What follows belongs to an exercise in optimizing a design on an open flow for small area, a short achievable clock period and few clock cycles per item; a production flow would make more cautious choices.
In this exercise RTL edits were held to simulation tests only and were not proved equivalent to the original.

job 102:
==> flow/design.v (excerpt) <==
module ladder_lowpass_filter_core #(
  parameter int SAMPLE_BITS    = llf_pkg::SAMPLE_BITS_DEF,
  parameter int COEF_FRAC_BITS = llf_pkg::COEF_FRAC_BITS_DEF
) (
  input  logic                              clk_i,
  input  logic                              rst_ni,
  input  logic                              cfg_we_i,
  input  logic [llf_pkg::CFG_ADDR_W-1:0]    cfg_addr_i,
  input  logic [llf_pkg::CFG_DATA_W-1:0]    cfg_wdata_i,
  input  logic                              s_axis_tvalid,
  output logic                              s_axis_tready,
  input  logic [((SAMPLE_BITS+7)/8)*8-1:0]  s_axis_tdata,   
  output logic                              m_axis_tvalid,
  input  logic                              m_axis_tready,
  output logic [((SAMPLE_BITS+7)/8)*8-1:0]  m_axis_tdata    
);
Size in the first run: about 640 flip-flops, roughly 0.051 mm2 of cells after synthesis.
export LEC_CHECK = 0
export ABC_AREA = 1
export CAP_MARGIN = 50
export CORE_MARGIN = 2
export CORE_UTILIZATION = 40
export SLEW_MARGIN = 50
create_clock -name core_clock -period 16.0 [get_ports {clk_i}]
run.sh (not shown) runs the stock make flow with config.mk's settings and CLKGATE_MAP_FILE= SYNTH_SCRIPT=/design/flow/synth_recipe.tcl, a recipe that flattens the netlist after the stock synthesis.
Looking at the reports, job 102 completed the entire flow and the layout it produced met the timing, DRC and antenna checks.
Testbench counts of job 102, summed over its fixed seeds: cycles 26,240, items 1,536.
For job 101, these inputs were changed with respect to job 102:
# job 102
export LEC_CHECK = 0
export ABC_AREA = 1
export CAP_MARGIN = 50
export CORE_MARGIN = 2
export CORE_UTILIZATION = 40
export SLEW_MARGIN = 50
create_clock -name core_clock -period 16.0 [get_ports {clk_i}]
# job 101
export LEC_CHECK = 0
export ABC_AREA = 1
export CAP_MARGIN = 60
export CORE_MARGIN = 2
export CORE_UTILIZATION = 55
export SLEW_MARGIN = 60
create_clock -name core_clock -period 16.0 [get_ports {clk_i}]
Notes after the runs:
Of job 101 and job 102, the run reporting the lower utilization of the core after routing was job 102.
The critical-path cell with the highest stage delay comes out fa_1 in one run and buf_4 in the other, namely in job 101 and job 102 respectively.
Cmp job 101 and job 102 / final worst-path setup slack / lower: job 101
As far as layout net count is concerned, job 101 and job 102 perform about the same.
The run showing the greater final antenna diode count is job 101.
In the final reports, the cell area of job 101 is smaller than that of job 102.
After detailed routing, job 102 needs less wire than job 101.


## onyx
Another version of the RTL of ladder_lowpass_filter_core (not shown whole).
For scale: ~4800 cells after synthesis, roughly 600 flip-flops, about 0.048 mm^2 of cells after synthesis.
==> flow/design.v (excerpt) <==
module ladder_lowpass_filter_core #(
  parameter int SAMPLE_BITS    = llf_pkg::SAMPLE_BITS_DEF,
  parameter int COEF_FRAC_BITS = llf_pkg::COEF_FRAC_BITS_DEF
) (
  input  logic                              clk_i,
  input  logic                              rst_ni,
  input  logic                              cfg_we_i,
  input  logic [llf_pkg::CFG_ADDR_W-1:0]    cfg_addr_i,
  input  logic [llf_pkg::CFG_DATA_W-1:0]    cfg_wdata_i,
  input  logic                              s_axis_tvalid,
  output logic                              s_axis_tready,
  input  logic [((SAMPLE_BITS+7)/8)*8-1:0]  s_axis_tdata,   
  output logic                              m_axis_tvalid,
  input  logic                              m_axis_tready,
  output logic [((SAMPLE_BITS+7)/8)*8-1:0]  m_axis_tdata    
);
==> flow/config.mk <==
export PLATFORM = sky130hd
export DESIGN_NAME = ladder_lowpass_filter_core
export DESIGN_NICKNAME = ladder_lowpass_filter_core
export VERILOG_FILES = /design/flow/design.v
export SDC_FILE = /design/flow/constraint.sdc
export NUM_CORES = 4
export LEC_CHECK = 0
export CAP_MARGIN = 60
export CORE_MARGIN = 2
export CORE_UTILIZATION = 40
export SLEW_MARGIN = 60
==> flow/constraint.sdc <==
create_clock -name core_clock -period 16.0 [get_ports {clk_i}]
set_input_delay 3.2000 -clock core_clock [delete_from_list [all_inputs] [get_ports {clk_i}]]
set_output_delay 3.2000 -clock core_clock [all_outputs]
set_load 0.01 [all_outputs]
Testbench counts of onyx, summed over its fixed seeds: cycles 26,272, items 1,536.
> inputs changed (onyx -> cedar)
- ABC_CLOCK_PERIOD_IN_PS now 3000, previously not set
- SLEW_MARGIN now 20, was 60
- CAP_MARGIN now 20, was 60
--- outcome ---
cedar against onyx: maximum net fanout on the critical path moved down; met1 usage saw a decrease; total of plain and repair buffers excluding clock buffers went down 8.5%. onyx -> cedar: starting DRC count in detailed routing decreased by more than 10%. [diff] wire length, cedar relative to onyx: improvement.
Setup changes, cedar to lagoon
- ABC_CLOCK_PERIOD_IN_PS: 3000 -> unset
Findings:
The final layout from lagoon, which completed every stage, passed the timing, DRC and antenna checks at the end of the flow. Number of stages on the worst hold path: lagoon vs cedar — no meaningful difference. Diff lagoon..cedar | largest clock skew in the final design | negligible. Taking cedar as the reference, in lagoon final cell count flat; sequential area share after synthesis flat; count of state elements after synthesis flat.


RTL: one of the versions met above, not the one the previous note started from.
Size in the first run: roughly 6400 cells after synthesis.
clock: 16.0 ns
lec_check: 0
abc_area: 1
cap_margin: 70
core_margin: 2
core_utilization: 40
slew_margin: 70
Testbench counts at the start, summed over its fixed seeds: cycles 26,240, items 1,536.
Edit:
--- a/flow/config.mk
+++ b/flow/config.mk
@@ -9 +9 @@
-export CAP_MARGIN = 70
+export CAP_MARGIN = 60
@@ -12 +12 @@
-export SLEW_MARGIN = 70
+export SLEW_MARGIN = 60
=>
- The changed run produced a clean layout
- wire length fell by about 0.6%
- cell area fell by 2.1%
- utilization fell by 0.94 points
- via count fell by about 1%
- flip-flop and latch count stays the same
- cell count fell by about 0.5%
- non-clock buffer count fell by 35

port drivers added, routing unchanged:
Ports are ideal in the flow. The routed layouts listed here were re-timed in OpenROAD. Step 1 assumes that a clkbuf_16 drives the clock port and a buf_2 every other input. Step 2 adds t to the input delays and takes it off the output delays; t is the mean of the earliest and latest rising clock arrival at the registers after step 1. Input paths then give back, and output paths get back, about the clock's delay inside the block. Three values: ideal, step 1, step 2; two values: the first two.
run	t (ns)	slack for setup (ns)	worst register clock-pin slew, ns	worst data-port slew with drivers (ns)
job 102	0.762	10.821 / 10.821 / 10.821	0.07 / 0.07	0.10
job 101	0.719	10.586 / 10.586 / 10.586	0.07 / 0.07	0.08
onyx	0.730	9.322 / 9.322 / 9.322	0.07 / 0.07	0.06
cedar	0.737	8.947 / 8.947 / 8.947	0.07 / 0.07	0.06
lagoon	0.737	8.947 / 8.947 / 8.947	0.07 / 0.07	0.06
the first run of note 3	0.754	11.074 / 11.013 / 11.048	0.07 / 0.07	0.10
the second run of note 3	0.760	10.990 / 10.990 / 10.990	0.08 / 0.08	0.10
After both steps setup and hold are still met in every run listed. The setup slack of the first run of note 3, which loses most, moves by -0.061 ns with the drivers and by -0.026 ns with both steps.
